What follows belongs to an exercise in optimizing a design on an open flow for small area, a short achievable clock period and few clock cycles; a production flow would make more cautious choices. Function was not checked in any run shown here: the RTL went through the layout flow alone. Power is estimated from default activity; no workload was simulated.

--- design/flow/flow/run.sh ---
#!/bin/bash
# Standard layout (the standard.sh) with timing repair aimed well below
# the 12 ns period. Gate cloning is skipped: it left high-fanout nets that
# failed the slew check after routing. The clock tree uses larger sink
# clusters and no dummy loads: fewer buffers and a shorter insertion delay.
set -o pipefail
bash standard.sh SETUP_SLACK_MARGIN=9.2 SKIP_GATE_CLONING=1 \
  "CTS_ARGS=-sink_clustering_enable -repair_clock_nets -sink_clustering_size 30 -sink_clustering_max_diameter 70 -dont_use_dummy_load" \
  finish > standard_make.log 2>&1
--- design/flow/standard.sh ---
#!/bin/bash
# synth_recipe.tcl (not shown) runs the flow's synth.tcl, then flattens the netlist and writes it again
# the make line also repeats each setting of config.mk as NAME=value (left out here)
make -C /OpenROAD-flow-scripts/flow DESIGN_CONFIG=/design/flow/config.mk WORK_HOME=/design/flow/orfs CLKGATE_MAP_FILE= SYNTH_SCRIPT=/design/flow/synth_recipe.tcl "${@:-finish}"
--- design/flow/config.mk ---
export PLATFORM = sky130hd
export DESIGN_NAME = soc_top
export DESIGN_NICKNAME = soc_top
export VERILOG_FILES = /design/flow/design.v
export SDC_FILE = /design/flow/constraint.sdc
export NUM_CORES = 4
export LEC_CHECK = 0
export CAP_MARGIN = 30
export CORE_MARGIN = 2
export CORE_UTILIZATION = 55
export SLEW_MARGIN = 30
--- design/flow/constraint.sdc ---
create_clock -name core_clock -period 12.0 [get_ports {clk}]
set_input_delay 2.4000 -clock core_clock [delete_from_list [all_inputs] [get_ports {clk}]]
set_output_delay 2.4000 -clock core_clock [all_outputs]
set_load 0.01 [all_outputs]
--- design/flow/design.v ---
`default_nettype none
package bus_pkg;
    typedef logic [31:0] addr_t;
    typedef logic [31:0] word_t;
    typedef logic [3:0] strobe_t;
    typedef enum logic [1:0] {
        MSIZE1 = 2'd0,    
        MSIZE4 = 2'd2     
    } msize_t;
    localparam addr_t RESET_PC = 32'hbfc00000;
endpackage
`default_nettype wire
`default_nettype none
package mips_pkg;
    localparam int OPC_LSB = 26;
    localparam int OPC_W   = 6;
    localparam int RS_LSB  = 21;
    localparam int RT_LSB  = 16;
    localparam int RD_LSB  = 11;
    localparam int REG_W   = 5;
    localparam int IMM_W   = 16;
    typedef enum logic [5:0] {
        OP_SPECIAL = 6'h00,
        OP_BEQ     = 6'h04,
        OP_BNE     = 6'h05,
        OP_ADDIU   = 6'h09,
        OP_ORI     = 6'h0d,
        OP_LUI     = 6'h0f,
        OP_LW      = 6'h23,
        OP_SB      = 6'h28,
        OP_SW      = 6'h2b
    } opcode_t;
    typedef enum logic [5:0] {
        FN_ADDU = 6'h21,
        FN_SUBU = 6'h23,
        FN_AND  = 6'h24,
        FN_OR   = 6'h25,
        FN_SLT  = 6'h2a
    } funct_t;
    typedef enum logic [2:0] {
        ALU_ADD,
        ALU_SUB,
        ALU_AND,
        ALU_OR,
        ALU_SLT,    
        ALU_LUI     
    } alu_op_t;
endpackage
`default_nettype wire
`default_nettype none
module addr_translate (
    input  bus_pkg::addr_t vaddr,
    output bus_pkg::addr_t paddr,
    output logic           uncached
);
    assign paddr[27:0]  = vaddr[27:0];
    assign paddr[31:28] = (vaddr[31:30] == 2'b10) ? {3'b000, vaddr[28]} : vaddr[31:28];
    assign uncached     = (vaddr[31:29] == 3'b101);
endmodule
`default_nettype wire
`default_nettype none
module regfile (
    input  logic           clk,
    input  logic [31:1]    rsel,
    input  logic           xsel,
    input  bus_pkg::word_t xd,
    output bus_pkg::word_t rd,
    input  logic           clr,
    input  logic           we,
    input  logic [4:0]     wa,
    input  bus_pkg::word_t wd
);
    bus_pkg::word_t regs [1:31];
    always_ff @(posedge clk) begin
        for (int i = 1; i < 32; i++) begin
            if (clr || (we && wa == 5'(i))) regs[i] <= wd;
        end
    end
    always_comb begin
        rd = xd & {32{xsel}};
        for (int i = 1; i < 32; i++) begin
            rd = rd | (regs[i] & {32{rsel[i]}});
        end
    end
endmodule
`default_nettype wire
`default_nettype none
module alu (
    input  logic [4:0]     op,
    input  logic           cin,
    input  bus_pkg::word_t a,
    input  bus_pkg::word_t b,
    output bus_pkg::word_t y
);
    bus_pkg::word_t sum;
    logic           lt;
    logic [31:0]    g [0:5];
    logic [31:0]    p [0:5];
    logic [32:0]    c;
    always_comb begin
        g[0] = a & b;
        p[0] = a ^ b;
        g[0][0] = (a[0] & b[0]) | (cin & (a[0] ^ b[0]));
        for (int l = 0; l < 5; l++) begin
            for (int i = 0; i < 32; i++) begin
                if (i >= (1 << l)) begin
                    g[l+1][i] = g[l][i] | (p[l][i] & g[l][i - (1 << l)]);
                    p[l+1][i] = p[l][i] & p[l][i - (1 << l)];
                end else begin
                    g[l+1][i] = g[l][i];
                    p[l+1][i] = p[l][i];
                end
            end
        end
        c[0] = cin;
        for (int i = 0; i < 32; i++) c[i+1] = g[5][i];
        sum = p[0] ^ c[31:0];
    end
    assign lt  = (a[31] == b[31]) ? a[31] : sum[31];
    assign y = (sum & {32{op[0]}})
             | (a & b & {32{op[1]}})
             | ((a | b) & {32{op[2]}})
             | ({31'd0, lt} & {32{op[3]}})
             | (b & {32{op[4]}});
endmodule
`default_nettype wire
`default_nettype none
module mips_core (
    input  logic             clk,
    input  logic             rst,
    output logic             mem_valid,
    output logic             mem_write,
    output logic             mem_uncached,
    output bus_pkg::addr_t   mem_addr,
    output bus_pkg::strobe_t mem_strobe,
    output bus_pkg::word_t   mem_wdata,
    input  bus_pkg::word_t   mem_rdata,
    input  logic             mem_ready
);
    logic        first;       
    logic        ex;          
    logic        dslot;       
    logic [3:0]  vtop;        
    logic [31:2] pc;          
    bus_pkg::word_t ir;
    bus_pkg::word_t a_q;      
    bus_pkg::word_t b_q;      
    bus_pkg::word_t y_q;      
    logic [31:1] rsel;        
    logic        ysel;        
    logic        clr;         
    logic        we;          
    logic [4:0]  wa;
    logic        wd_y, wd_mem;
    logic [4:0]  aop;
    logic        cin;
    logic        rpend;       
    logic [4:0]  rpend_rd;
    logic        byp_alu;     
    logic        c_br, c_bne, c_mem, c_lw, c_sb, c_r, c_imm, c_rsub;
    logic [4:0]  c_rd, c_rt, c_rop;
    logic [5:0] opc, fn;
    logic [4:0] rs, rt, rd;
    logic       is_r, is_addiu, is_ori, is_lui, is_lw, is_sw, is_sb, is_beq, is_bne;
    logic [4:0] r_op;
    logic       r_sub;
    assign opc = ir[31:26];
    assign fn  = ir[5:0];
    assign rs  = ir[25:21];
    assign rt  = ir[20:16];
    assign rd  = ir[15:11];
    always_comb begin
        r_op  = 5'b00000;
        r_sub = 1'b0;
        case (fn)
            6'h21:   r_op = 5'b00001;
            6'h23:   begin r_op = 5'b00001; r_sub = 1'b1; end
            6'h24:   r_op = 5'b00010;
            6'h25:   r_op = 5'b00100;
            6'h2a:   begin r_op = 5'b01000; r_sub = 1'b1; end
            default: r_op = 5'b00000;
        endcase
    end
    assign is_r     = (opc == 6'h00) & (r_op != 5'b00000);
    assign is_addiu = (opc == 6'h09);
    assign is_ori   = (opc == 6'h0d);
    assign is_lui   = (opc == 6'h0f);
    assign is_lw    = (opc == 6'h23);
    assign is_sw    = (opc == 6'h2b);
    assign is_sb    = (opc == 6'h28);
    assign is_beq   = (opc == 6'h04);
    assign is_bne   = (opc == 6'h05);
    assign c_br   = is_beq | is_bne;
    assign c_bne  = is_bne;
    assign c_mem  = is_lw | is_sw | is_sb;
    assign c_lw   = is_lw;
    assign c_sb   = is_sb;
    assign c_r    = is_r & (rd != 5'd0);
    assign c_imm  = is_addiu | is_ori | is_lui;
    assign c_rd   = rd;
    assign c_rt   = rt;
    assign c_rop  = r_op;
    assign c_rsub = r_sub;
    function automatic logic [31:1] onehot(input logic [4:0] r);
        for (int i = 1; i < 32; i++) onehot[i] = (r == 5'(i));
    endfunction
    bus_pkg::word_t rdata, alu_y, wdata;
    assign wdata  = ({32{wd_y}} & y_q) | ({32{wd_mem}} & mem_rdata);
    regfile u_rf (
        .clk (clk),
        .rsel (rsel), .xsel (ysel), .xd (y_q), .rd (rdata),
        .clr (clr), .we (we), .wa (wa), .wd (wdata)
    );
    alu u_alu (.op (aop), .cin (cin), .a (a_q), .b (b_q), .y (alu_y));
    logic        eq, taken, go_data, nex;
    logic [31:2] pc_inc, pc_tgt;
    bus_pkg::addr_t xinc, xtgt, xdat, nseq;
    logic        unc_d;
    logic [4:0]  nrs;
    assign eq      = (a_q == rdata);
    assign taken   = ex & c_br & (eq ^ c_bne);
    assign go_data = ex & c_mem;
    assign nex     = ~go_data & ~taken;
    assign pc_inc  = pc + 30'd1;
    assign pc_tgt  = pc + {{14{ir[15]}}, ir[15:0]};
    addr_translate u_xi (.vaddr ({pc_inc, 2'b00}), .paddr (xinc), .uncached ());
    addr_translate u_xt (.vaddr ({pc_tgt, 2'b00}), .paddr (xtgt), .uncached ());
    addr_translate u_xd (.vaddr (alu_y), .paddr (xdat), .uncached (unc_d));
    assign nseq = go_data ? xdat : xinc;
    assign nrs  = dslot ? rs : mem_rdata[25:21];
    assign mem_valid = 1'b1;
    assign mem_wdata = b_q;
    always_ff @(posedge clk) begin
        if (rst) begin
            first     <= 1'b1;
            ex        <= 1'b0;
            dslot     <= 1'b0;
            vtop      <= 4'hb;
            mem_addr  <= 32'h1fc00000;
            mem_write <= 1'b0;
            clr       <= 1'b1;        
            we        <= 1'b0;
            wd_y      <= 1'b0;
            wd_mem    <= 1'b0;
            rpend     <= 1'b0;
        end else begin
            first <= mem_ready;
            clr   <= 1'b0;
            if (mem_ready) begin
                if (!dslot) ir <= mem_rdata;
                dslot     <= go_data;
                ex        <= nex;
                mem_addr  <= taken ? xtgt : nseq;
                if (!go_data) vtop <= taken ? pc_tgt[31:28] : pc_inc[31:28];
                mem_write <= go_data & ~c_lw;
                if (go_data) begin
                    mem_uncached <= unc_d;
                    mem_strobe   <= c_sb ? (4'b0001 << alu_y[1:0]) : 4'b1111;
                end
                if (ex) b_q <= c_sb ? {4{rdata[7:0]}} : (c_rsub ? ~rdata : rdata);
                if (ex & c_imm) y_q <= alu_y;
                rsel     <= (ex & c_imm & (c_rt == nrs)) ? '0 : onehot(nrs);
                ysel     <= ex & c_imm & (c_rt == nrs) & (nrs != 5'd0);
                aop      <= c_rop;
                cin      <= c_rsub;
                rpend    <= ex & c_r;
                rpend_rd <= c_rd;
                byp_alu  <= ex & c_r & (c_rd == nrs);
                we       <= (ex & c_imm) | (go_data & c_lw);
                wa       <= c_rt;
                wd_y     <= ex & c_imm;
                wd_mem   <= go_data & c_lw;
            end else if (first) begin
                if (!dslot) pc <= {vtop, mem_addr[27:2]};
                if (rpend) y_q <= alu_y;
                ysel   <= rpend & (rpend_rd == rt);
                if (rpend) begin
                    we   <= 1'b1;
                    wa   <= rpend_rd;
                    wd_y <= 1'b1;
                end else if (!dslot) begin
                    we   <= 1'b0;
                    wd_y <= 1'b0;
                end
                if (ex) begin
                    a_q    <= byp_alu ? alu_y : rdata;
                    b_q    <= is_lui ? {ir[15:0], 16'h0000} :
                              is_ori ? {16'h0000, ir[15:0]} : {{16{ir[15]}}, ir[15:0]};
                    aop    <= is_ori ? 5'b00100 : is_lui ? 5'b10000 : 5'b00001;
                    cin    <= 1'b0;
                    rsel   <= (rpend & (rpend_rd == rt)) ? '0 : onehot(rt);
                end
            end else begin
                if (ysel) begin
                    rsel <= onehot(rt);    
                    ysel <= 1'b0;
                end
                if (!dslot) we <= 1'b0;
                if (ex & c_imm) y_q <= alu_y;
            end
        end
    end
endmodule
`default_nettype wire
`default_nettype none
module soc_top (
    input  logic             clk,
    input  logic             rst,
    output logic             mem_valid,
    output logic             mem_write,
    output logic             mem_uncached,
    output bus_pkg::addr_t   mem_addr,
    output bus_pkg::strobe_t mem_strobe,
    output bus_pkg::word_t   mem_wdata,
    input  bus_pkg::word_t   mem_rdata,
    input  logic             mem_ready
);
    mips_core core (
        .clk, .rst,
        .mem_valid, .mem_write, .mem_uncached, .mem_addr, .mem_strobe, .mem_wdata,
        .mem_rdata, .mem_ready
    );
endmodule
`default_nettype wire
==> impl.org, run 1 <==
** Placed design
- The congestion estimate from routability-driven global placement came to just under 1.
- Sum of net half-perimeters after detailed placement :: 116 mm
- The count of buffers added on input and output ports is 104.
- Setup slack after placement :: 6730 ps

** Worst setup path
- Along the worst path, the maximum fanout reaches 32.
- Depth of the worst register-to-register path :: 12
- STA classifies the critical path endpoint as a flip-flop.
- Crit path from :: core.rsel[1]$_DFFE_PP_
- The setup path with the least slack is of type reg -> reg.
- Startpoint of the worst-slack reg-to-reg timing path :: core.rsel[1]$_DFFE_PP_
- Worst setup SP type :: flip-flop
- Critical Path RT :: approximately 13000 ps
- At the worst endpoint, the arrival time is between 4000 and 5000 ps.

** Power and ir drop
- VDD IR-drop max :: 163 uV
- Summing internal, switching and leakage power gives around 8500 uW.
- In this run the static leakage power is 0.0231 uW.
- Pwr per Cell Area :: 132 mW/mm^2

** Layout
- Fin util :: roughly two thirds
- The library cell used most frequently in the layout, excluding fill and tap cells, is sky130_fd_sc_hd__edfxtp_1.
- Fraction of layout cells with a size suffix above 1 :: 27.3%
- For this run, the post-layout net count is approximately 4300.
- In the layout the commonest cells are sky130_fd_sc_hd__edfxtp_1, sky130_fd_sc_hd__a22oi_1, sky130_fd_sc_hd__buf_4.
- Compared with the post-synthesis result, the final layout area differs by 23.1%.

** CTS
- H-Tree Depth :: 3
- Clock-pin slew was measured on the worst setup and hold paths at roughly 90 ps.
- CTS placed an instance of sky130_fd_sc_hd__clkbuf_16 at the clock tree root.
- CTS hold repair buffers :: 0
- Number of clock sinks :: 1249
- TritonCTS built the clock tree.
- The number of clock buffers added by TritonCTS is between 60 and 70.
- No sink is reached through more buffers than the 3 on the longest clock path.
- The clock reaches the later pin of the worst-skew pair after 670 ps.

** Die
- The die is about 310 um tall.
- Floorplan core area :: between 0.09 and 0.1 sq mm
- Number of rows in the core area :: 113
- Die X-Extent :: 313 um
- Die area :: 0.0978 sq mm
- Initial Utilization :: 55.4%
- Boundary Pins :: between 100 and 150

** Global routing
- Largest net degree at the start of global routing :: 50
- Global routing usage summed across all routing layers :: between 40% and 50%
- Wire length of the first global-routing pass :: about 290 mm
- Number of antenna violations at the first check in global routing :: 4
- The via count of the first global-routing pass came to approximately 36000.
- Global-route congestion overflow total :: 0

** Hold path
- Hold path depth :: 0
- In this run the worst hold path is classified as reg -> reg.
- Worst Hold Launch :: core.vtop[2]$_SDFFE_PP0P_

** Route
- Dividing the detail-routed wire length by the instance count gives 39.5 um.
- The detail route stage leaves a number of antenna-violating nets equal to 0.
- Summing over every cut layer, the via total after detailed routing is approximately 40000.
- Number of vias per cell after detailed routing :: around 7.2
- Pre-antenna DRT Iters :: 6
- DRT iter0 DRCs :: 6153
- # DRC :: 0
- The routed design has approximately 210 mm of wire.

** STA
- Setup repair after global routing missed its margin :: true
- The total count of hold-check failures in the final report came to 0.
- Skew final :: between 80 and 90 ps
- Adding up every negative setup slack in the final design gives 0 ps.
- Worst hold slack after final layout :: roughly 430 ps
- Final critical delay including setup and external delays :: between 4000 and 5000 ps
- Max-Slew Margin vs Limit :: between 30% and 40%
- Of the available clock period, the critical path in the final layout requires roughly 34%.
- Final max-slew violation count :: 0
- Slew at the pin closest to its max-slew limit :: a little over 1000 ps
- Setup violations remaining at the end of the flow were counted as 0.
- Timing would allow up to 249 MHz.
- After layout, the worst setup slack is about 8000 ps.

** Logic synthesis
- Among all flip-flop cells after synthesis, the most frequent one is sky130_fd_sc_hd__edfxtp_1.
- Counting flops with an async set or reset pin after synthesis yields a share of 0%.
- The synthesized design contains between 1000 and 1500 enable-type register cells.
- Synthesized area divided by synthesized cell count :: roughly 14 sq um
- Nets in the synthesized netlist :: about 3800
- Number of synthesized register bits :: roughly 1200
- The number of different library cells used by synthesis comes to slightly below 80.
- The cell count after synthesis came out at 3644.
- The cell area that synthesis handed to floorplanning was around 0.052 sq mm.
- Register area share after synthesis :: 70.7%
- The Yosys step of the flow raised 6 warnings.

** Flow run
- Maxcap violations :: 0

** Outcome
- Result of the run :: finished clean
==> worst max-delay path: stages, from the launching register on <==
cell and delay [ps]:
sky130_fd_sc_hd__edfxtp_1 340, sky130_fd_sc_hd__buf_6 500, sky130_fd_sc_hd__a22oi_1 220, sky130_fd_sc_hd__nand4_1 190, sky130_fd_sc_hd__nor2_4 70, sky130_fd_sc_hd__and3_1 200
sky130_fd_sc_hd__nor4_2 410, sky130_fd_sc_hd__nand4_1 340, sky130_fd_sc_hd__nor4_4 470, sky130_fd_sc_hd__mux2i_4 320, sky130_fd_sc_hd__buf_12 170, sky130_fd_sc_hd__mux2_2 350
sky130_fd_sc_hd__a211oi_2 240
==> layout make-up <==
class | count | area (sq um)
Antenna cell | 3 | 7.51
Clock buffer | 66 | 1650
Fill cell | 6430 | 30200
Inverter | 96 | 399
Multi-Input combinational cell | 2104 | 17100
Sequential cell | 1249 | 37100
Tap cell | 1265 | 1580
Timing Repair Buffer | 608 | 6700
==> timing repair <==
item                       4_1_cts  5_1_grt
pin swaps                      119       83
setup endpoints to repair     1600      746
gates resized for setup        866      254
buffers inserted               305       94
==> routing by layer <==
metal  global-route usage, %  part of all wire, %  vias up
met3                    11.2                   14      823
met5                       0                    0        -
met4                    27.5                  8.5        0
met2                    64.3                   44     3359
met1                    54.4                   34    19400
li1                        -                    -    15400
==> metrics by stage <==
step / cells / area [sq um]
2_1_floorplan: 3644 / 53600
3_3_place_gp: 4915 / 56000
3_5_place_dp: 4923 / 56200
4_1_cts: 5294 / 62800
5_1_grt: 5388 / 64600
6_report: 5391 / 64600
==> cells by family (layout without fill, tap and decap cells) <==
logic type	Yosys count	after routing	synth area share (%)
buf+inv	291	770	2.26
flops	1249	1249	70.7
xor+xnor	132	132	2.20
fa+ha+maj	97	97	2.36
simple gates	743	743	7.09
other cells	1	4	0.00715
mux	40	40	0.804
compound gates	1091	1091	14.6
==> final timing paths <==
| kind | endpoint | slack, ps |
|---|---|---|
| max reg2reg | core.mem_addr[3]$_SDFFE_PP0P_ | 7980 |
| min | core.pc[30]$_DFFE_PP_ | 430 |
| min reg2reg | core.pc[30]$_DFFE_PP_ | 430 |
| max | core.mem_addr[3]$_SDFFE_PP0P_ | 7980 |
==> synth_stat cells, types with 13 or more instances <==
cell | count | area (sq um)
sky130_fd_sc_hd__xor2_1 | 67 | 587
sky130_fd_sc_hd__nor3_1 | 17 | 85.1
sky130_fd_sc_hd__a221oi_1 | 44 | 385
sky130_fd_sc_hd__a21oi_1 | 148 | 741
sky130_fd_sc_hd__nand2b_1 | 26 | 163
sky130_fd_sc_hd__nor4_1 | 13 | 81.3
sky130_fd_sc_hd__a21o_1 | 28 | 210
sky130_fd_sc_hd__clkbuf_1 | 123 | 462
sky130_fd_sc_hd__a22o_1 | 65 | 569
sky130_fd_sc_hd__nand3_1 | 49 | 245
sky130_fd_sc_hd__a22oi_1 | 471 | 3540
sky130_fd_sc_hd__a31oi_1 | 23 | 144
sky130_fd_sc_hd__inv_1 | 94 | 353
sky130_fd_sc_hd__nand2_1 | 219 | 822
sky130_fd_sc_hd__dfxtp_1 | 45 | 901
sky130_fd_sc_hd__mux2i_1 | 23 | 230
sky130_fd_sc_hd__buf_2 | 31 | 155
sky130_fd_sc_hd__a211oi_1 | 16 | 120
sky130_fd_sc_hd__a211o_1 | 14 | 123
sky130_fd_sc_hd__o22ai_1 | 33 | 206
sky130_fd_sc_hd__edfxtp_1 | 1204 | 36200
sky130_fd_sc_hd__xnor2_1 | 65 | 569
sky130_fd_sc_hd__mux2_2 | 17 | 191
sky130_fd_sc_hd__and4_1 | 13 | 114
sky130_fd_sc_hd__ha_1 | 94 | 1180
sky130_fd_sc_hd__and3_1 | 32 | 200
sky130_fd_sc_hd__nand4_1 | 122 | 763
sky130_fd_sc_hd__o21ai_0 | 139 | 696
sky130_fd_sc_hd__buf_1 | 32 | 120
sky130_fd_sc_hd__nor2_1 | 184 | 691
sky130_fd_sc_hd__o31ai_1 | 14 | 105
==> sequential cells by signal (all words and copies together), names as in the netlist, 4 cells and up <==
signal,count
core.wa,5
core.rpend_rd,5
core.a_q,32
core.y_q,32
core.mem_addr,32
core.mem_strobe,4
core.vtop,4
core.u_rf.regs,992
core.pc,30
core.ir,32
core.b_q,32
core.aop,5
core.rsel,31
==> power by group <==
group          total [uW]  leakage (uW)  switching [uW]  internal, uW
logic                1110       0.00980             730           384
clock network        2310      0.000813            1320           986
registers            5120        0.0125             105          5010
total                8540        0.0231            2160          6390
==> inputs of run 2 (changes only) <==
--- a/design/flow/design.v
+++ b/design/flow/design.v
@@ -95,13 +95,32 @@
     bus_pkg::word_t sum;
     logic           lt;
-    logic [31:0]    g [0:5];
-    logic [31:0]    p [0:5];
-    logic [32:0]    c;
+    ks_add #(.W (32)) u_add (.a (a), .b (b), .cin (cin), .s (sum));
+    assign lt  = (a[31] == b[31]) ? a[31] : sum[31];
+    assign y = (sum & {32{op[0]}})
+             | (a & b & {32{op[1]}})
+             | ((a | b) & {32{op[2]}})
+             | ({31'd0, lt} & {32{op[3]}})
+             | (b & {32{op[4]}});
+endmodule
+`default_nettype wire
+`default_nettype none
+module ks_add #(
+    parameter int W = 32
+) (
+    input  logic [W-1:0] a,
+    input  logic [W-1:0] b,
+    input  logic         cin,
+    output logic [W-1:0] s
+);
+    localparam int L = $clog2(W);
+    logic [W-1:0] g [0:L];
+    logic [W-1:0] p [0:L];
+    logic [W-1:0] c;
     always_comb begin
         g[0] = a & b;
         p[0] = a ^ b;
         g[0][0] = (a[0] & b[0]) | (cin & (a[0] ^ b[0]));
-        for (int l = 0; l < 5; l++) begin
-            for (int i = 0; i < 32; i++) begin
+        for (int l = 0; l < L; l++) begin
+            for (int i = 0; i < W; i++) begin
                 if (i >= (1 << l)) begin
                     g[l+1][i] = g[l][i] | (p[l][i] & g[l][i - (1 << l)]);
@@ -114,13 +133,7 @@
         end
         c[0] = cin;
-        for (int i = 0; i < 32; i++) c[i+1] = g[5][i];
-        sum = p[0] ^ c[31:0];
+        for (int i = 1; i < W; i++) c[i] = g[L][i-1];
+        s = p[0] ^ c;
     end
-    assign lt  = (a[31] == b[31]) ? a[31] : sum[31];
-    assign y = (sum & {32{op[0]}})
-             | (a & b & {32{op[1]}})
-             | ((a | b) & {32{op[2]}})
-             | ({31'd0, lt} & {32{op[3]}})
-             | (b & {32{op[4]}});
 endmodule
 `default_nettype wire
@@ -223,5 +236,5 @@
     assign nex     = ~go_data & ~taken;
     assign pc_inc  = pc + 30'd1;
-    assign pc_tgt  = pc + {{14{ir[15]}}, ir[15:0]};
+    ks_add #(.W (30)) u_tgt (.a (pc), .b ({{14{ir[15]}}, ir[15:0]}), .cin (1'b0), .s (pc_tgt));
     addr_translate u_xi (.vaddr ({pc_inc, 2'b00}), .paddr (xinc), .uncached ());
     addr_translate u_xt (.vaddr ({pc_tgt, 2'b00}), .paddr (xtgt), .uncached ());
@@ -260,6 +273,4 @@
                 if (ex) b_q <= c_sb ? {4{rdata[7:0]}} : (c_rsub ? ~rdata : rdata);
                 if (ex & c_imm) y_q <= alu_y;
-                rsel     <= (ex & c_imm & (c_rt == nrs)) ? '0 : onehot(nrs);
-                ysel     <= ex & c_imm & (c_rt == nrs) & (nrs != 5'd0);
                 aop      <= c_rop;
                 cin      <= c_rsub;
@@ -274,5 +285,4 @@
                 if (!dslot) pc <= {vtop, mem_addr[27:2]};
                 if (rpend) y_q <= alu_y;
-                ysel   <= rpend & (rpend_rd == rt);
                 if (rpend) begin
                     we   <= 1'b1;
@@ -289,11 +299,6 @@
                     aop    <= is_ori ? 5'b00100 : is_lui ? 5'b10000 : 5'b00001;
                     cin    <= 1'b0;
-                    rsel   <= (rpend & (rpend_rd == rt)) ? '0 : onehot(rt);
                 end
             end else begin
-                if (ysel) begin
-                    rsel <= onehot(rt);    
-                    ysel <= 1'b0;
-                end
                 if (!dslot) we <= 1'b0;
                 if (ex & c_imm) y_q <= alu_y;
@@ -301,4 +306,16 @@
         end
     end
+    always_ff @(posedge clk) begin
+        if (mem_ready) begin
+            rsel <= (ex & c_imm & (c_rt == nrs)) ? '0 : onehot(nrs);
+            ysel <= ex & c_imm & (c_rt == nrs) & (nrs != 5'd0);
+        end else if (first) begin
+            rsel <= (rpend & (rpend_rd == rt)) ? '0 : onehot(rt);
+            ysel <= rpend & (rpend_rd == rt);
+        end else begin
+            rsel <= onehot(rt);    
+            ysel <= 1'b0;
+        end
+    end
 endmodule
 `default_nettype wire
--- a/design/flow/flow/run.sh
+++ b/design/flow/flow/run.sh
@@ -5,5 +5,5 @@
 # clusters and no dummy loads: fewer buffers and a shorter insertion delay.
 set -o pipefail
-bash standard.sh SETUP_SLACK_MARGIN=9.2 SKIP_GATE_CLONING=1 \
+bash standard.sh SETUP_SLACK_MARGIN=8.8 SKIP_GATE_CLONING=1 \
   "CTS_ARGS=-sink_clustering_enable -repair_clock_nets -sink_clustering_size 30 -sink_clustering_max_diameter 70 -dont_use_dummy_load" \
   finish > standard_make.log 2>&1
==> impl.org, run 2 <==
** Global routing
- The via count of the first global-routing pass was 34700.
- Number of antenna violations at the first check in global routing :: 7
- Wire length of the first global-routing pass :: around 270 mm
- Global routing used roughly two fifths of the available tracks across all layers.
- Entering global routing, the biggest net connects 44 pins.
- For this run the aggregate overflow at the end of global routing stands at 0.

** Worst setup path
- Endpoint class of the critical path :: flip-flop
- In this run the worst path has a maximum fanout of 10.
- Crit path kind :: reg -> reg
- Critical Path, Cell by Cell :: a22oi_2 > nand4_1 > or4_4 > xnor2_2 > nand4_1 > or4_4 > mux2_8 > buf_8 > or3_1 > a31oi_1
- Startpoint of the worst-slack reg-to-reg timing path :: core.y_q[23]$_DFFE_PP_
- Worst reg2reg setup slack :: roughly 8000 ps
- Worst setup SP type :: flip-flop
- At the worst endpoint, the arrival time is between 4000 and 5000 ps.
- Largest incremental delay on the critical path :: between 600 and 700 ps
- Crit path from :: core.y_q[23]$_DFFE_PP_
- STA puts the critical path data required time at between 10000 and 15000 ps.
- Among all stages on the critical path, the largest delay is contributed by sky130_fd_sc_hd__or4_4.
- Depth of the worst register-to-register path :: 10
- Worst flop-to-flop path endpoint :: core.mem_addr[28]$_SDFFE_PP1P_

** Logic synthesis
- Of all flip-flops after synthesis, the portion carrying an async set or reset was 0%.
- In this run the biggest area consumer among cell types represents between 60% and 70% of the synthesized area.
- Number of synthesized register bits :: between 1000 and 1500
- Yosys mapped a number of flops with a built-in enable equal to around 1200.
- Synthesized instance count :: about 3600
- For this run, the leading register cell type out of synthesis is sky130_fd_sc_hd__edfxtp_1.
- The synthesized design spends more area on one cell type than any other, namely sky130_fd_sc_hd__edfxtp_1.
- Cell types with the highest counts after synthesis :: sky130_fd_sc_hd__edfxtp_1, sky130_fd_sc_hd__a22oi_1, sky130_fd_sc_hd__nand2_1
- Number of distinct library cell variants in the gate-level netlist after synthesis :: a little over 80
- Register area share after synthesis :: between 70 and 80%
- Nets in the synthesized netlist :: about 3700
- Cell area after technology mapping :: roughly 0.052 sq mm
- Synthesized area divided by synthesized cell count :: 14.5 sq um
- Top-count cell post-synth :: sky130_fd_sc_hd__edfxtp_1
- Yosys printed 9 warnings.
- Synth area leaders :: sky130_fd_sc_hd__edfxtp_1, sky130_fd_sc_hd__a22oi_1, sky130_fd_sc_hd__dfxtp_1

** Placed design
- Port buffering added about 100 buffers.
- Sum of net half-perimeters after detailed placement :: 111 mm
- Placer Congestion :: between 0.9 and 1
- Setup slack after placement :: between 6000 and 7000 ps

** Route
- In this run the top signal layer used is met4.
- The first routing iteration left around 5600 violations.
- WL met3 :: 26.4 mm
- After detailed routing, the wire length on met1 is 69.9 mm.
- Pre-antenna DRT Iters :: 6
- Detailed-routed wire length on met2 :: 93.0 mm
- In the routed design, unresolved DRC markers number 0.
- Number of vias per cell after detailed routing :: 7.15
- The count of nets left with antenna violations once routing finished came out at 0.
- Summed over all layers, the routed wires come to between 200 and 250 mm.
- Dividing the detail-routed wire length by the instance count gives ~39 um.
- Vias after detailed routing :: ~37000

** Hold path
- In this run the worst hold path is classified as reg -> reg.
- The worst hold path passes through 0 cells.
- Worst Hold Launch :: core.vtop[2]$_SDFFE_PP0P_
- The worst hold path terminates at core.pc[30]$_DFFE_PP_.

** Layout
- The register with the most flip-flops in the layout has approximately 990 of them.
- Fraction of layout cells with a size suffix above 1 :: ~25%
- The library cells used most frequently in the layout, excluding fill and tap cells, are sky130_fd_sc_hd__edfxtp_1, sky130_fd_sc_hd__a22oi_1, sky130_fd_sc_hd__buf_4.
- The register with the most flip-flops in the final layout is core.u_rf.regs.
- Leaving out fill and tap cells, the most frequent cell in the layout is sky130_fd_sc_hd__edfxtp_1.
- Once layout is complete, the utilization of the core stands at ~66%.
- From synthesis to final layout, the design area changed by 19.4%.
- The filler cells instantiated in the layout total roughly 6700.
- NumNets Final :: just over 4000

** STA
- Final critical delay including setup and external delays :: ~4000 ps
- For the pin with the worst max-slew slack, the measured transition is around 1000 ps.
- Setup repair after global routing missed its margin :: true
- Part of the cycle the worst path needs :: around 33%
- Setup violations remaining at the end of the flow were counted as 0.
- Skew final :: roughly 150 ps
- Fin worst setup slack :: ~8000 ps
- Derived from the worst setup path, the maximum achievable clock frequency is about 250 MHz.
- The max-slew violation count came to 0.
- Worst hold slack after final layout :: between 400 and 500 ps
- Number of hold violations in the final report :: 0
- Final-layout setup total negative slack :: 0 ps
- Max-Slew Margin vs Limit :: ~34%

** Die
- Die X-Extent :: slightly above 300 um
- Die area :: 0.0972 sq mm
- Row generation in the floorplan step produced roughly 110 rows.
- Floorplan core area :: about 0.094 sq mm
- Vert. Die Dim :: a little over 300 um
- Initial Utilization :: between 50% and 60%
- Boundary Pins :: approximately 110

** CTS
- Clock tree synthesis inserted a total of 60 buffers.
- CTS hold repair buffers :: 0
- Root buffer selected by CTS :: sky130_fd_sc_hd__clkbuf_16
- TritonCTS built the clock tree.
- The H-tree generated during clock tree synthesis spans 2 levels.
- In this run the deepest clock path goes through 3 buffers.
- After clock tree synthesis, the clock-pin slew on the worst setup and hold paths is around 110 ps.
- Number of clock sinks :: roughly 1200
- Insertion delay of the later-clocked pin in the worst-skew pair :: 770 ps

** Outcome
- The run finished with no timing, DRC or antenna violations.

** Power and ir drop
- VDD IR-drop max :: approximately 190 uV
- Leak :: 0.0219 uW
- The design draws ~8300 uW.
- Pwr per Cell Area :: roughly 130 mW/mm^2

** Flow run
- Max-cap violations in this run came to 0.
==> run 2: how the worst max path moves through the flow <==
stage | end | slack [ps] | cells after the start
2_1_floorplan | core.b_q[0]$_DFFE_PP_ | 7950 | 4
3_3_place_gp | core.y_q[14]$_DFFE_PP_ | 6950 | 6
3_5_place_dp | core.y_q[11]$_DFFE_PP_ | 6910 | 6
4_1_cts | core.mem_addr[29]$_SDFFE_PP0P_ | 8140 | 10
5_1_grt | core.mem_addr[29]$_SDFFE_PP0P_ | 7980 | 14
6_report | core.mem_addr[28]$_SDFFE_PP1P_ | 7990 | 10
==> run 2: routing by layer <==
metal | track usage (%) | vias to the layer above
met5 | 0 | -
met4 | 22.3 | 0
met3 | 9.32 | 649
met2 | 63.9 | 2936
met1 | 51.6 | 18800
li1 | - | 15000
==> run 2: critical path: cells and delay by family, from the launching register on <==
family,cells,cell delay [ps]
AND/OR/NAND/NOR,5,2030
flip-flops,1,570
AO/OA/AOI/OAI,2,500
multiplexers,1,400
XOR/XNOR,1,200
buffers and inverters,1,170
==> run 2: metrics by stage <==
stage                     std cells  area (sq um)
after floorplan                3598         52700
after CTS                      5104         60000
after global routing           5223         62200
after detailed placement       4871         55300
final                          5228         62200
after global placement         4866         55200
==> run 2: area by class of cell <==
type / count / area [sq um] / share of cell area [%]
flip-flops and latches: 1249 / 36800 / 59.2
diodes: 5 / 12.5 / 0.0201
clock buffers: 60 / 1500 / 2.41
well taps: 1254 / 1570 / 2.52
multi-input cells: 2079 / 16500 / 26.5
inverters: 89 / 372 / 0.597
repair buffers: 492 / 5420 / 8.70
==> run 2: report_power, final <==
part / internal, uW / switching [uW] / leakage (uW)
logic: 363 / 675 / 0.00863
registers: 5000 / 109 / 0.0126
clock network: 886 / 1300 / 0.000739
==> run 2: cells by family after synthesis <==
family	Yosys count	share of synthesized area, %
other	1	0.00720
muxes	40	0.852
DFF	1249	70.5
AOI/OAI and AO/OA	1041	14.3
and+or+nand+nor	759	7.17
xor gates and xnor gates	141	2.37
adders and majority gates	97	2.37
buffers and inverters	270	2.43
==> run 2: timing repair <==
item                        CTS  global route
setup endpoints to repair  1363           487
cloned                        0             0
buffers inserted            173           119
resized for setup           738           232
pin swaps                   105            79
==> inputs of run 3 (changes only) <==
==> design/flow/flow/run.sh (replaced) <==
#!/bin/bash
# Standard layout (the standard.sh) with timing repair aimed well below
# the 12 ns period. Gate cloning is skipped: it left high-fanout nets that
# failed the slew check after routing (now kept). The clock tree uses larger sink
# clusters and no dummy loads: fewer buffers and a shorter insertion delay.
set -o pipefail
bash standard.sh SETUP_SLACK_MARGIN=8.8 \
  "CTS_ARGS=-sink_clustering_enable -repair_clock_nets -sink_clustering_size 30 -sink_clustering_max_diameter 70 -dont_use_dummy_load" \
  finish > standard_make.log 2>&1
==> impl.org, run 3 <==
** Die
- Number of rows in the core area :: roughly 110
- The floorplan step defined a core boundary enclosing approximately 0.094 sq mm.
- Die X-Extent :: approximately 310 um
- Boundary Pins :: between 100 and 150
- The initial utilization of the core area, before any placement, comes to around 56%.
- Vert. Die Dim :: 312 um
- The die covers 0.0972 sq mm.

** Power and ir drop
- Pwr per Cell Area :: 135 mW/mm^2
- VDD IR-drop max :: between 150 and 200 uV
- Leak :: 0.0215 uW

** STA
- Setup repair after global routing could not meet its margin everywhere.
- On the final layout, the worst clock skew is ~140 ps.
- The final critical path takes up about a third of the cycle.
- The max-slew violation count is 0.
- For the pin with the worst max-slew slack, the measured transition is approximately 900 ps.
- Max-Slew Margin vs Limit :: approximately two fifths
- Final critical delay including setup and external delays :: 4080 ps
- Setup-violating endpoint count in the final report :: 0
- Final-layout setup total negative slack :: 0 ps
- Timing would allow up to roughly 240 MHz.
- Number of hold violations in the final report :: 0

** Logic synthesis
- Number of synthesized flops with an enable pin :: ~1200
- Synthesized instance count :: approximately 3600
- Synthesized area divided by synthesized cell count :: about 14 sq um
- After synthesis, the netlist uses between 80 and 90 different library cells.
- Number of synthesized register bits :: approximately 1200
- Cell types with the highest counts after synthesis :: sky130_fd_sc_hd__edfxtp_1, sky130_fd_sc_hd__a22oi_1, sky130_fd_sc_hd__nand2_1
- Yosys printed 9 warnings.
- Nets in the synthesized netlist :: 3730
- By area the synthesized netlist is led by sky130_fd_sc_hd__edfxtp_1, sky130_fd_sc_hd__a22oi_1, sky130_fd_sc_hd__dfxtp_1.
- Register area share after synthesis :: between 70% and 80%
- Yosys instantiated no cell more often than sky130_fd_sc_hd__edfxtp_1.
- Summing every instance area after synthesis gives 0.0521 sq mm.
- In this run the biggest area consumer among cell types represents between 60% and 70% of the synthesized area.
- Top cell type by total area after synthesis :: sky130_fd_sc_hd__edfxtp_1
- The most used flip-flop cell after synthesis is sky130_fd_sc_hd__edfxtp_1.
- After synthesis, the share of flip-flops with an asynchronous set or reset is 0%.

** Route
- Dividing the detail-routed via count by the number of cells gives approximately 7.
- Avg WL per Cell :: just under 40 um
- Total length of routed wires :: between 150 and 200 mm
- After the first detailed-routing iteration, the DRC count stood at 5324.
- Detailed routing inserted a total of around 37000 vias.
- Pre-antenna DRT Iters :: 8
- Post-route ant nets :: 0
- After detailed routing, the number of remaining DRC violations is 0.

** Worst setup path
- Cell family with the largest share of critical-path delay :: simple AND/OR/NAND/NOR gates
- Worst EP arrival :: about 4700 ps
- Worst-path cell with the longest stage delay :: sky130_fd_sc_hd__or4_4
- Buf+Inv Stages, Crit Path :: 3
- The worst register-to-register path has a setup slack of ~7900 ps.
- Depth of the worst register-to-register path :: 13
- For the worst setup path, the data required time is between 10000 and 15000 ps.
- STA classifies the critical path startpoint as a flip-flop.
- Worst flop-to-flop path endpoint :: core.mem_addr[13]$_SDFFE_PP0P_
- Largest incremental delay on the critical path :: around 670 ps
- Critical Path, Cell by Cell :: buf_12 > a22oi_1 > nand4_1 > nor2_2 > a21oi_1 > nor4_1 > nand4_1 > or4_4 > buf_6 > mux2i_4 > buf_6 > o211ai_1 > a311oi_1
- STA classifies the critical path endpoint as a flip-flop.
- Crit path kind :: reg -> reg
- In this run the worst path has a maximum fanout of 9.
- The startpoint identified for the worst register-to-register timing path is core.rsel[11]$_DFF_P_.

** CTS
- CTS placed an instance of sky130_fd_sc_hd__clkbuf_16 at the clock tree root.
- Counting every sink on the clock net gives between 1000 and 1500.
- TritonCTS built the clock tree.
- The later pin in the worst-skew pair is clocked with a latency of roughly 770 ps.
- Clock buffer depth :: 3
- After clock tree synthesis, the flow added hold-fix buffers numbering 0.
- Clock input transition at the sequential cells of the worst setup and hold paths :: 70 ps
- The H-tree generated during clock tree synthesis spans 2 levels.
- Clock tree synthesis inserted a total of 60 buffers.

** Global routing
- Global routing usage summed across all routing layers :: slightly above 40%
- For this run the aggregate overflow at the end of global routing stands at 0.
- Via count of the first global-routing pass :: about 35000
- Entering global routing, the biggest net connects between 40 and 50 pins.
- The first global-routing pass estimated between 200 and 300 mm of wire.
- Number of antenna violations at the first check in global routing :: 5

** Layout
- The finished layout holds a little over 5000 standard cells, fillers aside.
- The library cell used most frequently in the layout, excluding fill and tap cells, is sky130_fd_sc_hd__edfxtp_1.
- The register with the most flip-flops in the final layout is core.u_rf.regs.
- NumNets Final :: about 4000
- Commonest cells after routing, fill and taps aside :: sky130_fd_sc_hd__edfxtp_1, sky130_fd_sc_hd__a22oi_1, sky130_fd_sc_hd__nand2_1
- Fraction of layout cells with a size suffix above 1 :: approximately 23%
- Relative to the synthesized area, the layout overhead comes to 17.5%.
- After filler insertion, the fill cell instance count of the layout stands at ~6800.
- The register with the most flip-flops in the layout has roughly 1000 of them.

** Placed design
- Number of buffers added on ports :: 104
- In this run, placement finished with an instance count of ~5000.
- Placer Congestion :: about 0.95
- Sum of net half-perimeters after detailed placement :: roughly 110 mm

** Outcome
- Result of the run :: finished clean

** Flow run
- Maxcap violations :: 0

** Hold path
- Worst Hold Launch :: core.vtop[1]$_SDFFE_PP1P_
- In this run the worst hold path is classified as reg -> reg.
- Hold path depth :: 0
- For hold timing, the worst endpoint is core.pc[29]$_DFFE_PP_.
[run 3: where the power goes]
| part | switching, uW | leakage (uW) | internal (uW) |
|---|---|---|---|
| sequential | 108 | 0.0126 | 5000 |
| combinational | 657 | 0.00822 | 336 |
| clock | 1300 | 0.000739 | 886 |
[run 3: kinds of logic (layout without fill, tap and decap cells)]
kind of cell	count (synthesis)	in the layout	synth area share (%)
multiplexers	40	45	0.852
buffers and inverters	270	570	2.43
AND/OR/NAND/NOR	759	764	7.17
flip-flops	1249	1249	70.5
adder cells (fa/ha/maj)	97	97	2.37
other	1	4	0.00720
AO/OA/AOI/OAI	1041	1041	14.3
XOR/XNOR	141	141	2.37
[run 3: area by class of cell]
type	count	area, sq um	area share, %
Antenna cell	3	7.51	0.0123
Clock buffer	60	1500	2.45
Inverter	89	355	0.580
Multi-Input combinational cell	2089	16400	26.8
Sequential cell	1249	36900	60.2
Tap cell	1254	1570	2.56
Timing Repair Buffer	421	4550	7.43
[run 3: routing by layer]
metal,wire [um],global-route usage [%],share of wire [%]
met1,69900,52.0,35
met2,90800,63.7,45
met3,24400,8.53,12
met4,14600,23.9,7.3
met5,29,0,0.015
[run 3: worst max-delay path by stage]
| stage | cells after the start | from | slack (ps) | to |
|---|---|---|---|---|
| 3_5_place_dp | 6 | mem_ready | 6910 | core.y_q[11]$_DFFE_PP_ |
| 2_1_floorplan | 4 | mem_ready | 7950 | core.b_q[0]$_DFFE_PP_ |
| 5_1_grt | 15 | core.rsel[31]$_DFF_P_ | 7860 | core.mem_addr[15]$_SDFFE_PP0P_ |
| 4_1_cts | 13 | core.rsel[1]$_DFF_P_ | 8070 | core.mem_addr[13]$_SDFFE_PP0P_ |
| 6_report | 13 | core.rsel[11]$_DFF_P_ | 7920 | core.mem_addr[13]$_SDFFE_PP0P_ |
| 3_3_place_gp | 6 | mem_ready | 6950 | core.y_q[14]$_DFFE_PP_ |
[run 3: timing repair]
action	4_1_cts	5_1_grt
resized for setup	776	116
pin swaps	119	65
gates cloned	20	1
setup buffers	172	36
setup endpoints to repair	1363	446
[run 3: stage by stage]
step	setup WS (ps)	hold WS [ps]	total power, uW	area (sq um)	util [%]
after CTS	8070	436	8210	60400	64.5
final	7920	439	8290	61200	65.4
after global routing	7860	446	8460	61200	65.4
after floorplan	7950	408	5590	52700	-
after global placement	6950	414	5970	55200	59.0
after detailed placement	6910	422	5990	55300	59.1
==> inputs of run 4 (changes only) <==
--- a/design/flow/design.v
+++ b/design/flow/design.v
@@ -91,7 +91,7 @@
     input  bus_pkg::word_t a,
     input  bus_pkg::word_t b,
-    output bus_pkg::word_t y
+    output bus_pkg::word_t y,
+    output bus_pkg::word_t sum      
 );
-    bus_pkg::word_t sum;
     logic           lt;
     ks_add #(.W (32)) u_add (.a (a), .b (b), .cin (cin), .s (sum));
@@ -218,5 +218,5 @@
         for (int i = 1; i < 32; i++) onehot[i] = (r == 5'(i));
     endfunction
-    bus_pkg::word_t rdata, alu_y, wdata;
+    bus_pkg::word_t rdata, alu_y, alu_s, wdata;
     assign wdata  = ({32{wd_y}} & y_q) | ({32{wd_mem}} & mem_rdata);
     regfile u_rf (
@@ -225,5 +225,5 @@
         .clr (clr), .we (we), .wa (wa), .wd (wdata)
     );
-    alu u_alu (.op (aop), .cin (cin), .a (a_q), .b (b_q), .y (alu_y));
+    alu u_alu (.op (aop), .cin (cin), .a (a_q), .b (b_q), .y (alu_y), .sum (alu_s));
     logic        eq, taken, go_data, nex;
     logic [31:2] pc_inc, pc_tgt;
@@ -239,5 +239,5 @@
     addr_translate u_xi (.vaddr ({pc_inc, 2'b00}), .paddr (xinc), .uncached ());
     addr_translate u_xt (.vaddr ({pc_tgt, 2'b00}), .paddr (xtgt), .uncached ());
-    addr_translate u_xd (.vaddr (alu_y), .paddr (xdat), .uncached (unc_d));
+    addr_translate u_xd (.vaddr (alu_s), .paddr (xdat), .uncached (unc_d));
     assign nseq = go_data ? xdat : xinc;
     assign nrs  = dslot ? rs : mem_rdata[25:21];
@@ -269,5 +269,5 @@
                 if (go_data) begin
                     mem_uncached <= unc_d;
-                    mem_strobe   <= c_sb ? (4'b0001 << alu_y[1:0]) : 4'b1111;
+                    mem_strobe   <= c_sb ? (4'b0001 << alu_s[1:0]) : 4'b1111;
                 end
                 if (ex) b_q <= c_sb ? {4{rdata[7:0]}} : (c_rsub ? ~rdata : rdata);
==> design/flow/flow/run.sh (replaced) <==
#!/bin/bash
# Standard layout (the standard.sh) with timing repair aimed well below
# the 12 ns period. Gate cloning is skipped: it left high-fanout nets that
# failed the slew check after routing. The clock tree uses larger sink
# clusters and no dummy loads: fewer buffers and a shorter insertion delay.
set -o pipefail
bash standard.sh SETUP_SLACK_MARGIN=8.8 SKIP_GATE_CLONING=1 \
  "CTS_ARGS=-sink_clustering_enable -repair_clock_nets -sink_clustering_size 30 -sink_clustering_max_diameter 70 -dont_use_dummy_load" \
  finish > standard_make.log 2>&1
==> impl.org, run 4 <==
** Route
- Post-route ant nets :: 0
- Wire segments on met3 add up to roughly 25 mm in the final route.
- In this run the top signal layer used is met5.
- Avg WL per Cell :: approximately 39 um
- In the routed layout, each cell is associated on average with a via count of between 7 and 8.
- After detailed routing, the number of remaining DRC violations is 0.
- The detailed router put a total of ~70 mm of wire on met1.
- For this block, the routed nets add up to 202 mm of wire.
- In this run, the number of DRC markers left after iteration 0 of detailed routing was between 5000 and 6000.
- Summed over all nets, wire length on met2 after detailed routing comes to slightly above 90 mm.
- Vias after detailed routing :: approximately 37000
- Pre-antenna DRT Iters :: 6

** Logic synthesis
- Synthesis produced a netlist whose cell count is ~3600.
- Synthesis instantiated 76 different standard cells from the library.
- Share of the synthesized netlist area taken by xor and xnor gates :: under 10%
- The commonest cells after synthesis are sky130_fd_sc_hd__edfxtp_1, sky130_fd_sc_hd__a22oi_1, sky130_fd_sc_hd__nor2_1.
- Synthesized area divided by synthesized cell count :: approximately 14 sq um
- The most used flip-flop cell after synthesis is sky130_fd_sc_hd__edfxtp_1.
- The Yosys step of the flow raised 9 warnings.
- The number of nets handed over by synthesis was roughly 3700.
- Simple-Gate Fraction of Synth Area :: under 10%
- The largest total area in the synthesized netlist belongs to sky130_fd_sc_hd__edfxtp_1.
- Synth async-reset ratio :: 0%
- Area share of the leading cell type in the synthesized netlist :: between 60 and 70%
- Cell area after technology mapping :: ~0.052 sq mm
- Fraction of the mapped netlist area in adder cells :: between 2 and 2.5%
- Post-synthesis mux area share :: 1.07%
- Among all cell types in the netlist, the one instantiated most often is sky130_fd_sc_hd__edfxtp_1.
- By area, the combinational part of the netlist is dominated by compound AO/OA/AOI/OAI gates.
- Synthesized-area fraction occupied by ao, oa, aoi and oai cells :: around 14%
- Ranked by total cell area, the synthesized netlist is headed by sky130_fd_sc_hd__edfxtp_1, sky130_fd_sc_hd__a22oi_1, sky130_fd_sc_hd__dfxtp_1.
- In this run, synthesis inferred 1172 flip-flops with an integrated enable.
- In this run, synthesis produced a sequential element count of roughly 1200.
- Register area share after synthesis :: a little over two thirds

** Worst setup path
- At the worst endpoint, the required time is between 10000 and 15000 ps.
- Largest incremental delay on the critical path :: just under 500 ps
- Critical Path, Cell by Cell :: buf_8 > a22oi_1 > nand4_1 > nor4_2 > buf_4 > xnor2_2 > nor4_2 > nand2_1 > nor4_4 > mux2i_4 > buf_12 > buf_16 > buf_12 > a311o_1 > a311oi_1
- The critical path in this run is classified as reg -> reg.
- The slowest stage of the critical path is the sky130_fd_sc_hd__nor4_4 cell.
- Worst EP arrival :: between 4000 and 5000 ps
- Along the worst path, the maximum fanout reaches 19.
- STA classifies the critical path startpoint as a flip-flop.
- Buf+Inv Stages, Crit Path :: 5
- On the critical path the largest part of the delay comes from simple AND/OR/NAND/NOR gates.
- The worst setup path is captured at a flip-flop.

** Die
- Once the floorplan was initialized, standard cells occupied between 50% and 60% of the core.
- The floorplan step defined a die boundary enclosing about 0.097 sq mm.
- The die is about 310 um tall.
- Boundary Pins :: ~110
- Number of rows in the core area :: roughly 110
- Die X-Extent :: a little over 300 um
- Floorplan core area :: 0.0935 sq mm

** Placed design
- Once placement completed, the tool counted placed cells totaling 4853.
- The HPWL after detailed placement is roughly 110 mm.
- Number of buffers added on ports :: roughly 100
- Setup slack after placement :: approximately 6700 ps
- Placer Congestion :: about 0.93

** CTS
- Clock-pin slew was measured on the worst setup and hold paths at ~120 ps.
- Counting the buffers created by CTS gives 59.
- Insertion delay of the later-clocked pin in the worst-skew pair :: roughly 750 ps
- The root buffer cell chosen for the clock tree is sky130_fd_sc_hd__clkbuf_16.
- The tree built by TritonCTS fans out to roughly 1200 sinks.
- CTS tree :: done
- The longest clock path from root to sink contains 3 buffers.
- The number of hold buffers added after CTS was 0.
- CTS built an H-tree with a depth of 2.

** STA
- The worst path uses approximately a third of the clock period.
- Skew final :: around 130 ps
- In the final timing run, aggregate negative setup slack is 0 ps.
- Setup repair after global routing could not meet its margin everywhere.
- For the pin with the worst max-slew slack, the measured transition is 994 ps.
- Final max-slew violation count :: 0
- Setup-violating endpoint count in the final report :: 0
- Final critical delay including setup and external delays :: around 4100 ps
- Static timing analysis puts the maximum clock frequency at 246 MHz.
- The total count of hold-check failures in the final report was 0.
- Measured against its own limit, the worst slew margin works out to between 30% and 40%.
- The worst path meets setup with ~7900 ps of slack.

** Layout
- Once layout is complete, the cells apart from fillers number about 5200.
- Max reg flops :: 992
- In the layout the commonest cells are sky130_fd_sc_hd__edfxtp_1, sky130_fd_sc_hd__a22oi_1, sky130_fd_sc_hd__buf_4.
- NumNets Final :: between 4000 and 5000
- Leaving out fill and tap cells, the most frequent cell in the layout is sky130_fd_sc_hd__edfxtp_1.
- Layout overhead on the synthesized area :: 18.4%
- Fraction of layout cells with a size suffix above 1 :: about a quarter
- The register with the most flip-flops in the final layout is core.u_rf.regs.

** Global routing
- Via count of the first global-routing pass :: approximately 35000
- Global routing usage summed across all routing layers :: around two fifths
- The first global-routing pass estimated 273 mm of wire.
- Largest net degree at the start of global routing :: 51
- The total overflow left after global routing is 0.
- The initial antenna violation count was 5.

** Flow run
- Max-cap violations in this run came to 0.

** Power and ir drop
- VDD IR-drop max :: ~140 uV
- The internal power of the cells totals 6230 uW.
- Net switching is approximately 25% of the power.
- Leak :: 0.0218 uW
- Dividing total power by cell area gives a power density of around 130 mW/mm^2.
- Clk network pwr share :: a little over a quarter
- Sequential cells account for approximately three fifths of the total power.
- Switching power summed over all nets :: 2090 uW
- Comb pwr share :: about an eighth

** Hold path
- Worst min path class :: reg -> reg

** Outcome
- Result of the run :: finished clean
[run 4: cell types whose count changed in the layout (fill, tap and decap cells not counted), sizes merged, moves of 12 or more]
cell and change:
a21o +12, o211ai -17, a22oi +54, buf +18
a22o -23, o21bai +17, nand2 -59, a221oi -27
nor2 +12
[run 4: path summary, 6_finish.rpt]
kind                              from                             end  slack [ps]  cells past startpoint
max reg2reg      core.rsel[24]$_DFF_P_  core.mem_addr[31]$_SDFFE_PP0P_        7940                     15
max              core.rsel[24]$_DFF_P_  core.mem_addr[31]$_SDFFE_PP0P_        7940                     15
min          core.vtop[1]$_SDFFE_PP1P_           core.pc[29]$_DFFE_PP_         450                      0
min reg2reg  core.vtop[1]$_SDFFE_PP1P_           core.pc[29]$_DFFE_PP_         450                      0
[run 4: power groups by stage]
stage	registers, uW	logic, uW	clock network (uW)
2_1_floorplan	5150	430	0
3_3_place_gp	5200	782	0
3_5_place_dp	5200	791	0
4_1_cts	5100	948	2160
5_1_grt	5120	1060	2310
6_report	5100	1030	2180
[run 4: what timing repair did]
item                       4_1_cts  5_1_grt
setup buffers                  171       73
hold endpoints to repair         0        0
gates cloned                     0        0
setup endpoints to repair     1382      521
gates resized for setup        771      163
pin swaps                      101       94
[run 4: metrics by stage]
step / power [uW] / hold WS [ps] / utilization [%] / cell area [sq um]
global placement: 5980 / 414 / 59.0 / 55100
global route: 8490 / 465 / 65.9 / 61600
floorplan: 5580 / 408 / - / 52600
detailed placement: 6000 / 420 / 59.0 / 55200
finish: 8310 / 448 / 65.9 / 61600
CTS: 8210 / 444 / 64.2 / 60000
[run 4: cell families after synthesis]
logic type | after synthesis
xor gates and xnor gates | 141
DFF | 1249
and+or+nand+nor | 746
muxes | 51
AOI/OAI and AO/OA | 1038
other | 1
buffers and inverters | 271
adders and majority gates | 97
[run 4: cell type report]
type                    count  area, sq um
well taps                1254         1570
fillers                  6640        31900
flip-flops and latches   1249        36900
multi-input cells        2074        16700
repair buffers            431         4610
diodes                      6         15.0
inverters                  89          350
clock buffers              59         1480
[run 4: metal layers]
layer  up-vias  GRT usage [%]
li1      14800              -
met1     18700           52.2
met2      2797           63.7
met3       632           9.50
met4         2           22.4
met5         -              0
==> inputs of run 5 (changes only) <==
--- a/design/flow/design.v
+++ b/design/flow/design.v
@@ -91,7 +91,7 @@
     input  bus_pkg::word_t a,
     input  bus_pkg::word_t b,
-    output bus_pkg::word_t y,
-    output bus_pkg::word_t sum      
+    output bus_pkg::word_t y
 );
+    bus_pkg::word_t sum;
     logic           lt;
     ks_add #(.W (32)) u_add (.a (a), .b (b), .cin (cin), .s (sum));
@@ -168,4 +168,7 @@
     logic [4:0]  aop;
     logic        cin;
+    logic        bpend;       
+    logic        btk;         
+    logic        sq;          
     logic        rpend;       
     logic [4:0]  rpend_rd;
@@ -218,5 +221,5 @@
         for (int i = 1; i < 32; i++) onehot[i] = (r == 5'(i));
     endfunction
-    bus_pkg::word_t rdata, alu_y, alu_s, wdata;
+    bus_pkg::word_t rdata, alu_y, wdata;
     assign wdata  = ({32{wd_y}} & y_q) | ({32{wd_mem}} & mem_rdata);
     regfile u_rf (
@@ -225,19 +228,23 @@
         .clr (clr), .we (we), .wa (wa), .wd (wdata)
     );
-    alu u_alu (.op (aop), .cin (cin), .a (a_q), .b (b_q), .y (alu_y), .sum (alu_s));
-    logic        eq, taken, go_data, nex;
+    alu u_alu (.op (aop), .cin (cin), .a (a_q), .b (b_q), .y (alu_y));
+    logic        eq, fastbr, az, taken, sbr, go_data, nex;
     logic [31:2] pc_inc, pc_tgt;
-    bus_pkg::addr_t xinc, xtgt, xdat, nseq;
+    bus_pkg::addr_t xinc, xtgt, xdat, xred, nseq;
     logic        unc_d;
     logic [4:0]  nrs;
     assign eq      = (a_q == rdata);
-    assign taken   = ex & c_br & (eq ^ c_bne);
+    assign fastbr  = (rt == 5'd0);
+    assign az      = (a_q == '0);
+    assign taken   = ex & c_br & fastbr & (az ^ c_bne);
+    assign sbr     = ex & c_br & ~fastbr;
     assign go_data = ex & c_mem;
-    assign nex     = ~go_data & ~taken;
+    assign nex     = ~go_data & ~taken & ~sq;
     assign pc_inc  = pc + 30'd1;
     ks_add #(.W (30)) u_tgt (.a (pc), .b ({{14{ir[15]}}, ir[15:0]}), .cin (1'b0), .s (pc_tgt));
     addr_translate u_xi (.vaddr ({pc_inc, 2'b00}), .paddr (xinc), .uncached ());
     addr_translate u_xt (.vaddr ({pc_tgt, 2'b00}), .paddr (xtgt), .uncached ());
-    addr_translate u_xd (.vaddr (alu_s), .paddr (xdat), .uncached (unc_d));
+    addr_translate u_xd (.vaddr (alu_y), .paddr (xdat), .uncached (unc_d));
+    addr_translate u_xr (.vaddr (y_q), .paddr (xred), .uncached ());
     assign nseq = go_data ? xdat : xinc;
     assign nrs  = dslot ? rs : mem_rdata[25:21];
@@ -257,4 +264,6 @@
             wd_mem    <= 1'b0;
             rpend     <= 1'b0;
+            bpend     <= 1'b0;
+            sq        <= 1'b0;
         end else begin
             first <= mem_ready;
@@ -264,13 +273,17 @@
                 dslot     <= go_data;
                 ex        <= nex;
-                mem_addr  <= taken ? xtgt : nseq;
-                if (!go_data) vtop <= taken ? pc_tgt[31:28] : pc_inc[31:28];
+                mem_addr  <= sq ? xred : (taken ? xtgt : nseq);
+                if (!go_data) vtop <= sq ? y_q[31:28] : (taken ? pc_tgt[31:28] : pc_inc[31:28]);
+                sq        <= 1'b0;
+                bpend     <= sbr;
+                btk       <= eq ^ c_bne;
                 mem_write <= go_data & ~c_lw;
                 if (go_data) begin
                     mem_uncached <= unc_d;
-                    mem_strobe   <= c_sb ? (4'b0001 << alu_s[1:0]) : 4'b1111;
+                    mem_strobe   <= c_sb ? (4'b0001 << alu_y[1:0]) : 4'b1111;
                 end
                 if (ex) b_q <= c_sb ? {4{rdata[7:0]}} : (c_rsub ? ~rdata : rdata);
                 if (ex & c_imm) y_q <= alu_y;
+                if (sbr) y_q <= {pc_tgt, 2'b00};
                 aop      <= c_rop;
                 cin      <= c_rsub;
@@ -284,4 +297,9 @@
             end else if (first) begin
                 if (!dslot) pc <= {vtop, mem_addr[27:2]};
+                bpend <= 1'b0;
+                if (bpend & btk) begin
+                    sq <= 1'b1;
+                    ex <= 1'b0;
+                end
                 if (rpend) y_q <= alu_y;
                 if (rpend) begin
==> impl.org, run 5 <==
** Outcome
- The run finished with no timing, DRC or antenna violations.

** Route
- Met1 wire length :: approximately 71 mm
- Once detail routing completed, the nets flagged for antenna violations numbered 0.
- Using the TritonRoute via totals, the vias-per-cell ratio works out to 7.24.
- Summed over all layers, the routed wires come to between 200 and 250 mm.
- Detailed-routed wire length on met2 :: approximately 95 mm
- After detailed routing, no signal wire sits above met4.
- Pre-antenna DRT Iters :: 5
- # DRC :: 0
- DRT iter0 DRCs :: about 5200
- Dividing the detail-routed wire length by the instance count gives just under 40 um.
- Vias after detailed routing :: roughly 38000
- WL met3 :: 25.9 mm

** Worst setup path
- Critical Path Sink :: mem_wdata[18]
- Traced cell by cell, the critical path runs through buf_2.
- The worst register-to-register path ends at core.mem_addr[31]$_SDFFE_PP0P_.
- Endpoint class of the critical path :: primary output
- Worst setup SP type :: flip-flop
- Worst-path cell with the longest stage delay :: sky130_fd_sc_hd__edfxtp_1
- Depth of the worst register-to-register path :: 16
- Cell family with the largest share of critical-path delay :: flip-flops
- Crit path kind :: reg -> out
- Buf+Inv Stages, Crit Path :: 1
- Data arrives at the worst endpoint at approximately 1300 ps.
- Worst reg2reg setup slack :: 8440 ps
- Crit path depth :: 1
- The critical path starts at core.b_q[18]$_DFFE_PP_.
- Largest incremental delay on the critical path :: between 500 and 600 ps
- Of all nets on the critical path, the largest fanout is 2.
- Critical Path RT :: roughly 9600 ps
- Startpoint of the worst-slack reg-to-reg timing path :: core.cin$_SDFFCE_PN0P_

** Placed design
- Input and output buffers added on the ports amount to between 100 and 150.
- OpenSTA, run right after detailed placement, puts the worst setup slack at around 7300 ps.
- Sum of net half-perimeters after detailed placement :: about 120 mm
- Placer Congestion :: ~0.98
- The number of placed instances, taps included, is around 4900.

** Logic synthesis
- The synthesized design contains roughly 1200 enable-type register cells.
- Synth area leaders :: sky130_fd_sc_hd__edfxtp_1, sky130_fd_sc_hd__a22oi_1, sky130_fd_sc_hd__dfxtp_1
- During synthesis, Yosys emitted a total of 9 warnings.
- Register area share after synthesis :: between 70% and 80%
- Synthesized area divided by synthesized cell count :: approximately 14 sq um
- Predominant post-synthesis flop cell :: sky130_fd_sc_hd__edfxtp_1
- Number of synthesized register bits :: between 1000 and 1500
- Synthesized instance count :: 3670
- Counting distinct cell types in the post-synthesis netlist gives 79.
- The number of nets handed over by synthesis was between 3000 and 4000.
- Counting flops with an async set or reset pin after synthesis yields a share of 0%.
- Cell area after technology mapping :: approximately 0.052 sq mm
- The commonest cells after synthesis are sky130_fd_sc_hd__edfxtp_1, sky130_fd_sc_hd__a22oi_1, sky130_fd_sc_hd__nand2_1.
- Area share of the leading cell type in the synthesized netlist :: 67.1%
- The synthesized design spends more area on one cell type than any other, namely sky130_fd_sc_hd__edfxtp_1.
- Yosys instantiated no cell more often than sky130_fd_sc_hd__edfxtp_1.

** Layout
- Post-route non-filler standard cell count :: between 5000 and 6000
- NumNets Final :: about 4100
- Fraction of layout cells with a size suffix above 1 :: a little under a quarter
- The top cell types in the final layout, fill and taps aside, are sky130_fd_sc_hd__edfxtp_1, sky130_fd_sc_hd__a22oi_1, sky130_fd_sc_hd__buf_4.
- Area occupied by multi-input gates :: about 0.017 sq mm
- The register with the most flip-flops in the layout has slightly below 1000 of them.
- Relative to the synthesized area, the layout overhead comes to 17.7%.
- The library cell used most frequently in the layout, excluding fill and tap cells, is sky130_fd_sc_hd__edfxtp_1.
- More flip-flops sit in one register than any other, and that register is core.u_rf.regs.
- Filler cells :: between 6000 and 7000
- Registers take around 0.037 sq mm.

** Power and ir drop
- VDD IR-drop max :: 126 uV
- Power spread over the standard cell area amounts to between 100 and 150 mW/mm^2.
- For this design the static power due to leakage is approximately 0.022 uW.

** Global routing
- The total overflow left after global routing is 0.
- In the global route stage, overall resource usage came out at 41.2%.
- Largest net degree at the start of global routing :: between 50 and 60
- Wire length of the first global-routing pass :: ~280 mm
- Via count of the first global-routing pass :: about 35000
- The initial antenna violation count is 4.

** CTS
- Number of buffers created by CTS :: 68
- No sink is reached through more buffers than the 3 on the longest clock path.
- Clock input transition at the sequential cells of the worst setup and hold paths :: around 80 ps
- H-Tree Depth :: 3
- Number of clock sinks :: 1252
- Root buffer selected by CTS :: sky130_fd_sc_hd__clkbuf_16
- Insertion delay of the later-clocked pin in the worst-skew pair :: slightly below 700 ps
- TritonCTS built the clock tree.

** STA
- Setup violations remaining at the end of the flow were counted as 0.
- Headroom to the max-slew limit came out at between 20% and 30%.
- Number of hold violations in the final report :: 0
- Peak Freq :: between 200 and 300 MHz
- The clock period could shrink to around 3700 ps.
- The max-slew violation count came to 0.
- The worst path uses a little under a third of the clock period.
- Setup repair after global routing missed its margin :: true
- Setup slack on the critical path of the routed design comes to slightly above 8000 ps.
- At the pin with the least slew margin, the transition time is around 1000 ps.
- For the final database, setup skew stands at 103 ps.
- Hold is met by ~450 ps.
- Final-layout setup total negative slack :: 0 ps

** Die
- In this run the core area contains roughly 110 standard-cell rows.
- The floorplan step defined a die boundary enclosing about 0.1 sq mm.
- Die X-Extent :: about 310 um
- Initial Utilization :: roughly 55%
- Vert. Die Dim :: ~310 um
- After floorplanning, the core was sized to cover 0.0947 sq mm.
- Boundary Pins :: around 110

** Flow run
- Max-cap violations in this run came to 0.

** Hold path
- The tightest min-delay check is of the reg -> reg type.
## run 5: cell type report
cell class | count | area share (%)
Sequential cell | 1252 | 59.8
Clock buffer | 68 | 2.76
Multi-Input combinational cell | 2116 | 27.5
Tap cell | 1265 | 2.56
Antenna cell | 3 | 0.0122
Inverter | 92 | 0.626
Timing Repair Buffer | 435 | 6.71
## run 5: what timing repair did
| item | 4_1_cts | 5_1_grt |
|---|---|---|
| pin swaps | 111 | 119 |
| resized for setup | 653 | 257 |
| setup buffers | 157 | 64 |
| setup endpoints to repair | 1423 | 566 |
| hold buffers | 0 | 0 |
## run 5: where the power goes
group / leakage [uW] / internal (uW) / switching (uW) / total (uW)
clock network: 0.000838 / 1010 / 1330 / 2340
registers: 0.0126 / 5000 / 111 / 5110
logic: 0.00833 / 351 / 695 / 1050
## run 5: kinds of logic (layout without fill, tap and decap cells)
| logic type | Yosys count | after routing | share of synthesized area [%] |
|---|---|---|---|
| muxes | 31 | 31 | 0.620 |
| adders and majority gates | 97 | 97 | 2.36 |
| AOI/OAI and AO/OA | 1123 | 1123 | 15.4 |
| DFF | 1252 | 1252 | 70.1 |
| other | 1 | 4 | 0.00715 |
| buffers and inverters | 302 | 595 | 2.24 |
| and+or+nand+nor | 699 | 699 | 6.51 |
| xor gates and xnor gates | 165 | 165 | 2.75 |
## run 5: worst min-delay path by stage
stage	startpoint	to	slack, ps	cells after the start
2_1_floorplan	core.vtop[2]$_SDFFE_PP0P_	core.pc[30]$_DFFE_PP_	400	0
3_3_place_gp	core.vtop[1]$_SDFFE_PP1P_	core.pc[29]$_DFFE_PP_	430	0
3_5_place_dp	core.vtop[0]$_SDFFE_PP1P_	core.pc[28]$_DFFE_PP_	430	0
4_1_cts	core.vtop[0]$_SDFFE_PP1P_	core.pc[28]$_DFFE_PP_	450	0
5_1_grt	core.vtop[3]$_SDFFE_PP1P_	core.pc[31]$_DFFE_PP_	460	0
6_report	core.vtop[3]$_SDFFE_PP1P_	core.pc[31]$_DFFE_PP_	450	0
## run 5: stage by stage
stage / cell area [sq um] / utilization (%) / power (uW)
2_1_floorplan: 53200 / - / 5600
3_3_place_gp: 55900 / 59.0 / 6020
3_5_place_dp: 55900 / 59.0 / 6040
4_1_cts: 60100 / 63.4 / 8390
5_1_grt: 61700 / 65.2 / 8680
6_report: 61800 / 65.2 / 8500
## run 5: metal layers
layer | vias up | track usage (%)
met4 | 0 | 25.1
met1 | 19100 | 52.0
met3 | 692 | 10.3
met5 | - | 0
met2 | 2911 | 64.7
li1 | 15200 | -

Re-timed with assumed drivers on the ports (clkbuf_16 on the clock, buf_2 on other inputs), run 5 has 8.193 ns of setup slack against 8.264 ns with ideal ports, and 8.024 ns once port delays also move by the mid clock arrival of 0.707 ns.
